Source: an optimization exercise on an open RTL-to-GDS flow (aim: small area, a short achievable clock period and few clock cycles per item). Production flows keep margins and buffers that such runs may drop. At most, simulation tests tie the RTL to the original design; equivalence was not proved. No activity file was given, so power comes from the tool's default toggle rates.

Setup of run A:
## execute_stage
module execute_stage #(
   parameter int GHSR_WIDTH = exec_pkg::GHSR_WIDTH_DEFAULT
) (
   input  logic                  clk,
   input  logic                  reset,
   input  logic [31:0]           data1,
   input  logic [31:0]           data2,
   input  logic [31:0]           pc,
   input  logic [31:0]           immediate_data,
   input  logic [15:0]           control_in,      
   input  logic [40:0]           branch_predict,  
   input  logic [1:0]            fwd_sel_rs1,     
   input  logic [1:0]            fwd_sel_rs2,
   input  logic [31:0]           fwd_data_ex_mem,
   input  logic [31:0]           fwd_data_mem_wb,
   output logic [15:0]           control_out,
   output logic [31:0]           rd_data,
   output logic [31:0]           branch_target_pc,
   output logic                  branch_flush,
   output logic [31:0]           memory_data,
   output logic [31:0]           memory_addr,
   output logic                  ex2if_branch_valid,
   output logic                  ex2if_branch_taken,
   output logic [31:0]           ex2if_branch_addr,
   output logic [31:0]           ex2if_branch_target_addr,
   output logic                  ex2if_branch_update_ghsr,
   output logic [GHSR_WIDTH-1:0] ex2if_ghsr_restore,
   output logic                  muldiv_ready
);
Size in the first run: ~4900 cells after synthesis, roughly 100 flip-flops, about 480 I/O pins.
==> flow/config.mk <==
export PLATFORM = sky130hd
export DESIGN_NAME = execute_stage
export DESIGN_NICKNAME = execute_stage
export VERILOG_FILES = /design/flow/design.v
export SDC_FILE = /design/flow/constraint.sdc
export NUM_CORES = 4
export LEC_CHECK = 0
export ABC_AREA = 1
export CAP_MARGIN = 20
export CORE_MARGIN = 2
export CORE_UTILIZATION = 40
export SETUP_SLACK_MARGIN = 1.8
export SLEW_MARGIN = 20
export TNS_END_PERCENT = 20
==> flow/constraint.sdc <==
create_clock -name core_clock -period 10.0 [get_ports {clk}]
set_input_delay 2.0000 -clock core_clock [delete_from_list [all_inputs] [get_ports {clk}]]
set_output_delay 2.0000 -clock core_clock [all_outputs]
set_load 0.01 [all_outputs]
standard.sh (not shown) runs the stock make flow with config.mk's settings and CLKGATE_MAP_FILE= SYNTH_SCRIPT=/design/flow/synth_recipe.tcl, a recipe that flattens the netlist after the stock synthesis.
==> flow/flow/run.sh <==
#!/bin/bash
# Standard layout, with plain buffers on the ports instead of the delay cells buffer_ports picks
set -euo pipefail
export BUFFER_PORTS_ARGS="-buffer_cell sky130_fd_sc_hd__buf_1"
bash standard.sh > standard.log 2>&1
Run A went all the way through synthesis, placement and routing and the layout is clean on timing, DRC and antenna.
Changes in run B relative to run A:
# run A
export LEC_CHECK = 0
export ABC_AREA = 1
export CAP_MARGIN = 20
export CORE_MARGIN = 2
export CORE_UTILIZATION = 40
export SETUP_SLACK_MARGIN = 1.8
export SLEW_MARGIN = 20
export TNS_END_PERCENT = 20
create_clock -name core_clock -period 10.0 [get_ports {clk}]
# run B
export LEC_CHECK = 0
export ABC_AREA = 1
export CAP_MARGIN = 20
export CORE_MARGIN = 2
export CORE_UTILIZATION = 40
export SETUP_SLACK_MARGIN = 1.5
export SLEW_MARGIN = 20
create_clock -name core_clock -period 10.0 [get_ports {clk}]
==> flow/flow/run.sh <==
#!/bin/bash
# Standard layout, with plain buffers on the ports instead of the delay cells buffer_ports picks,
# and ORFS's power recovery after global routing (downsizes gates off the critical paths)
set -euo pipefail
export BUFFER_PORTS_ARGS="-buffer_cell sky130_fd_sc_hd__buf_2"
export RECOVER_POWER=100
bash standard.sh > standard.log 2>&1
## What came out
- What the final checks of run B revealed, after a flow that finished every stage, was a layout that fails on max-capacitance violations, max-slew violations.
- Diff run A -> run B | first-pass GRT wire length | up slightly
- Run B — share of the core filled with cells in the final layout 0.15 points lower, run A as reference
- Compared with run A, run B shows a higher routed metal-1 wirelength.
- Run A -> run B: routed wire length increased by a few percent
- On setup slack: between run A and run B, it ends up higher for run A.
- Run B and run A ended up with roughly the same total power after layout.
- [compare] base=run A new=run B: switching fraction of total power held steady, routed length on met3 shrank by 3.0%, area added between synthesis and finish shrank by 0.38 points.
- On count of plain and timing-repair buffers in the layout, the higher figure sits with run A, not run B.
- Comparing run A and run B, the lower number of antenna violations at the first check in global routing is on run A.
Function was not checked in any run of this note: the RTL went through the layout flow alone.


== lane 1 ==
Another version of the RTL of execute_stage (not shown whole).
Size: ~4,600 cells after synthesis, ~100 flip-flops, roughly 480 I/O pins, ~29,000 sq um of cells after synthesis.
==> flow/config.mk <==
export PLATFORM = sky130hd
export DESIGN_NAME = execute_stage
export DESIGN_NICKNAME = execute_stage
export VERILOG_FILES = /design/flow/design.v
export SDC_FILE = /design/flow/constraint.sdc
export NUM_CORES = 4
export LEC_CHECK = 0
export ABC_AREA = 1
export CAP_MARGIN = 20
export CORE_MARGIN = 2
export CORE_UTILIZATION = 40
export SETUP_SLACK_MARGIN = 1.7
export SLEW_MARGIN = 20
==> flow/constraint.sdc <==
create_clock -name core_clock -period 10.0 [get_ports {clk}]
set_input_delay 2.0000 -clock core_clock [delete_from_list [all_inputs] [get_ports {clk}]]
set_output_delay 2.0000 -clock core_clock [all_outputs]
set_load 0.01 [all_outputs]
==> flow/flow/run.sh <==
#!/bin/bash
# Standard layout, with plain buffers on the ports instead of the delay cells buffer_ports picks
set -euo pipefail
export BUFFER_PORTS_ARGS="-buffer_cell sky130_fd_sc_hd__buf_1"
bash standard.sh > standard.log 2>&1
Testbench counts of lane 1, summed over its fixed seeds: cycles 35,945, instrs 24,164.
## Diff of input files: lane 2 against lane 1
--- a/flow/config.mk
+++ b/flow/config.mk
@@ -11,3 +11,3 @@
 export CORE_UTILIZATION = 40
-export SETUP_SLACK_MARGIN = 1.7
+export SETUP_SLACK_MARGIN = 1.5
 export SLEW_MARGIN = 20
### Flow results
Lane 2 reached the final stage; the timing, DRC and antenna checks on its layout passed. Comparing lane 1 and lane 2, the higher leakage power total was measured on lane 1. Compared with lane 1, lane 2 shows a final critical path time including I/O delays and setup that is 0.19 ns higher. Post-detailed-routing wire length ended up about 0.7% lower on lane 2 than on lane 1. Side by side, non-clock buffer count turned out lower in lane 2 than in lane 1. Relative to lane 1, setup slack has decreased by 0.19 ns in lane 2. Count of port buffers added during placement: lane 2 vs lane 1, no meaningful difference. Lane 2 against lane 1: sequential standard cell area shows no meaningful change; clock network area share now sits at about the same level; worst hold margin shows no meaningful change; clock share of power comparable.
Relative to lane 2, the following input files were edited for lane 3:
--- a/flow/config.mk
+++ b/flow/config.mk
@@ -11,3 +11,3 @@
 export CORE_UTILIZATION = 40
-export SETUP_SLACK_MARGIN = 1.5
+export SETUP_SLACK_MARGIN = 1.3
 export SLEW_MARGIN = 20
==> comparison <==
Compared lane 3 against lane 2; global-route met3 utilization within noise. Lane 3 leaves less setup margin than lane 2. When lane 3 is set beside lane 2, its routed wire length turns out to be 960 um smaller. The ratio of routed vias to standard cells reported for lane 3 is smaller than that of lane 2 by 0.95%. Relative to lane 2, the clock power share of lane 3 is higher by 0.2 points.


Setup of run 1:
execute_stage, a different RTL version from the one above (not shown whole).
Size: roughly 100 flip-flops, ~0.031 sq mm of cells after synthesis.
// execute_stage
module execute_stage #(
   parameter int GHSR_WIDTH = exec_pkg::GHSR_WIDTH_DEFAULT
) (
   input  logic                  clk,
   input  logic                  reset,
   input  logic [31:0]           data1,
   input  logic [31:0]           data2,
   input  logic [31:0]           pc,
   input  logic [31:0]           immediate_data,
   input  logic [15:0]           control_in,      
   input  logic [40:0]           branch_predict,  
   input  logic [1:0]            fwd_sel_rs1,     
   input  logic [1:0]            fwd_sel_rs2,
   input  logic [31:0]           fwd_data_ex_mem,
   input  logic [31:0]           fwd_data_mem_wb,
   output logic [15:0]           control_out,
   output logic [31:0]           rd_data,
   output logic [31:0]           branch_target_pc,
   output logic                  branch_flush,
   output logic [31:0]           memory_data,
   output logic [31:0]           memory_addr,
   output logic                  ex2if_branch_valid,
   output logic                  ex2if_branch_taken,
   output logic [31:0]           ex2if_branch_addr,
   output logic [31:0]           ex2if_branch_target_addr,
   output logic                  ex2if_branch_update_ghsr,
   output logic [GHSR_WIDTH-1:0] ex2if_ghsr_restore,
   output logic                  muldiv_ready
);
Settings: LEC_CHECK=0, ABC_AREA=1, CAP_MARGIN=20, CORE_MARGIN=2, CORE_UTILIZATION=40, SETUP_SLACK_MARGIN=2.0, SLEW_MARGIN=20; clock period 10.0 ns.
==> flow/flow/run.sh <==
#!/bin/bash
# Standard layout, with plain buffers on the ports instead of the delay cells buffer_ports picks
set -euo pipefail
export BUFFER_PORTS_ARGS="-buffer_cell sky130_fd_sc_hd__buf_2"
bash standard.sh > standard.log 2>&1
Testbench counts of run 1, summed over its fixed seeds: cycles 34,886, instrs 24,164.
Here is what was changed in the inputs of run 2 compared with run 1.
Settings: SETUP_SLACK_MARGIN: 2.0 -> 1.5.
Run 2: maximum VDD drop lower than run 1. Run 2 — overall power after layout 12% lower, run 1 as reference. Relative to run 1, the detailed-route via count measured on run 2 has decreased by a few percent. Diff run 1 and run 2: critical path depth higher in run 1. In run 2 relative to run 1, cell internal power dissipation had gone down by more than 10%. When the final numbers for run 1 and run 2 were put side by side, the number of nets in the layout turned out to be greater in run 1. Run 2 vs. run 1: number of iterations in the first detailed-routing pass +1; instance area after placement ~0 delta.
Relative to run 2, the following input files were edited for run 3:
Settings: ABC_AREA no longer set, was 1.
==> summary.txt <==
- Re layout-stage area growth over the synthesis result: run 3 is 4.5 points up on run 2.
- Critical path's slowest cell: sky130_fd_sc_hd__fa_2 -> run 3, sky130_fd_sc_hd__o21ai_0 -> run 2
- Run 3: number of non-clock buffers in the layout 124 above run 2
- Delta (run 3 minus run 2): depth of the worst register-to-register path increased about 80%; global-route wire length before repair increased 17,000 um; combinational group share of total power increased 3.7 points; fraction of power spent switching nets decreased 2.8 points; utilization increased 1.8 points.


## main
RTL: one of the versions met above, not the one the previous note started from.
Size: roughly 4900 cells after synthesis, roughly 100 flip-flops, roughly 480 I/O pins, roughly 0.030 sq mm of cells after synthesis.
## execute_stage
module execute_stage #(
   parameter int GHSR_WIDTH = exec_pkg::GHSR_WIDTH_DEFAULT
) (
   input  logic                  clk,
   input  logic                  reset,
   input  logic [31:0]           data1,
   input  logic [31:0]           data2,
   input  logic [31:0]           pc,
   input  logic [31:0]           immediate_data,
   input  logic [15:0]           control_in,      
   input  logic [40:0]           branch_predict,  
   input  logic [1:0]            fwd_sel_rs1,     
   input  logic [1:0]            fwd_sel_rs2,
   input  logic [31:0]           fwd_data_ex_mem,
   input  logic [31:0]           fwd_data_mem_wb,
   output logic [15:0]           control_out,
   output logic [31:0]           rd_data,
   output logic [31:0]           branch_target_pc,
   output logic                  branch_flush,
   output logic [31:0]           memory_data,
   output logic [31:0]           memory_addr,
   output logic                  ex2if_branch_valid,
   output logic                  ex2if_branch_taken,
   output logic [31:0]           ex2if_branch_addr,
   output logic [31:0]           ex2if_branch_target_addr,
   output logic                  ex2if_branch_update_ghsr,
   output logic [GHSR_WIDTH-1:0] ex2if_ghsr_restore,
   output logic                  muldiv_ready
);
   exec_pkg::control_type        ctrl;
   exec_pkg::branch_predict_type bp;
   logic [31:0] rs1;
   logic [31:0] rs2;
   logic [31:0] right;
   logic [31:0] sum;
   logic [31:0] other_result;
   logic [31:0] xor_bits;
   logic        lt_signed;
   logic        lt_unsigned;
   logic [31:0] muldiv_result;
   assign ctrl = control_in;
   assign bp   = branch_predict;
   operand_select operand_select_i (
      .data1           (data1),
      .data2           (data2),
      .fwd_sel_rs1     (fwd_sel_rs1),
  ...
==> flow/config.mk <==
export PLATFORM = sky130hd
export DESIGN_NAME = execute_stage
export DESIGN_NICKNAME = execute_stage
export VERILOG_FILES = /design/flow/design.v
export SDC_FILE = /design/flow/constraint.sdc
export NUM_CORES = 4
export LEC_CHECK = 0
export ABC_AREA = 1
export CAP_MARGIN = 20
export CORE_MARGIN = 2
export CORE_UTILIZATION = 40
export SETUP_SLACK_MARGIN = 1.5
export SLEW_MARGIN = 20
==> flow/constraint.sdc <==
create_clock -name core_clock -period 10.0 [get_ports {clk}]
set_input_delay 2.0000 -clock core_clock [delete_from_list [all_inputs] [get_ports {clk}]]
set_output_delay 2.0000 -clock core_clock [all_outputs]
set_load 0.01 [all_outputs]
Scripts as last shown in full above: flow/flow/run.sh
#### Input delta (the feature branch over main)
Settings: SETUP_SLACK_MARGIN changed from 1.5 to 1.2.
--- a/flow/flow/run.sh
+++ b/flow/flow/run.sh
@@ -3,3 +3,3 @@
 set -euo pipefail
-export BUFFER_PORTS_ARGS="-buffer_cell sky130_fd_sc_hd__buf_2"
+export BUFFER_PORTS_ARGS="-buffer_cell sky130_fd_sc_hd__buf_1"
 bash standard.sh > standard.log 2>&1
[summary]
Between main and the feature branch, largest voltage drop on the vdd net is higher for main, the feature branch comes in under that. There was hardly any difference in fraction of the mapped netlist area in adder cells between main and the feature branch. main -> the feature branch: length in cells of the worst reg-to-reg path increased by a few percent. Higher number of instances resized during post-cts repair among main and the feature branch: main. In the flow results for main and the feature branch, the sequential share of power is larger on the feature branch. Between main and the feature branch, post-layout minimum cycle time is lower for main, the feature branch comes in above that. The feature branch against main: setup slack shrank by 0.26 ns, count of multi-input gates held steady, wire length shrank by about 4.5%, highest achievable clock rate shrank by about 3%. On final cell count, main tracks the feature branch almost exactly.
No run of this note included a check of the RTL's function; only the layout flow was run.

what the ideal ports hide:
The results above use ideal ports. As a check the final layouts listed here were re-extracted and re-timed, cells and wires unchanged. Step 1 (the two cells are an assumption about what drives the block):
set clk [get_ports {clk}]
set_driving_cell -lib_cell sky130_fd_sc_hd__clkbuf_16 $clk
set_driving_cell -lib_cell sky130_fd_sc_hd__buf_2 [delete_from_list [all_inputs] $clk]
Step 2 adds t to the input delays and takes it off the output delays; t is the mean of the earliest and latest rising clock arrival at the registers after step 1. Input paths then give back, and output paths get back, about the clock's delay inside the block. Three values: ideal ports, drivers, drivers and shift; two values: the first two.
run	t (ns)	setup WS [ns]	worst register clock-pin slew, ns	max-slew violations
run A	0.411	1.630 / 1.601 / 1.608	0.09 / 0.09	0 / 0
run B	0.430	0.865 / 0.846 / 0.820	0.09 / 0.09	208 / 233
lane 1	0.422	1.737 / 1.715 / 1.715	0.08 / 0.08	0 / 0
lane 2	0.414	1.545 / 1.522 / 1.463	0.08 / 0.08	0 / 0
lane 3	0.417	1.327 / 1.304 / 1.193	0.08 / 0.08	0 / 0
run 1	0.443	1.816 / 1.760 / 1.748	0.09 / 0.09	0 / 0
run 2	0.431	1.560 / 1.507 / 1.461	0.09 / 0.09	0 / 0
run 3	0.409	1.281 / 1.228 / 1.056	0.08 / 0.08	0 / 0
main	0.430	1.555 / 1.522 / 1.525	0.09 / 0.09	0 / 0
the feature branch	0.410	1.297 / 1.275 / 1.275	0.09 / 0.09	0 / 0
With drivers on, slew violations rise in run B. The setup slack of run 3, which loses most, moves by -0.053 ns with the drivers and by -0.225 ns with both steps.
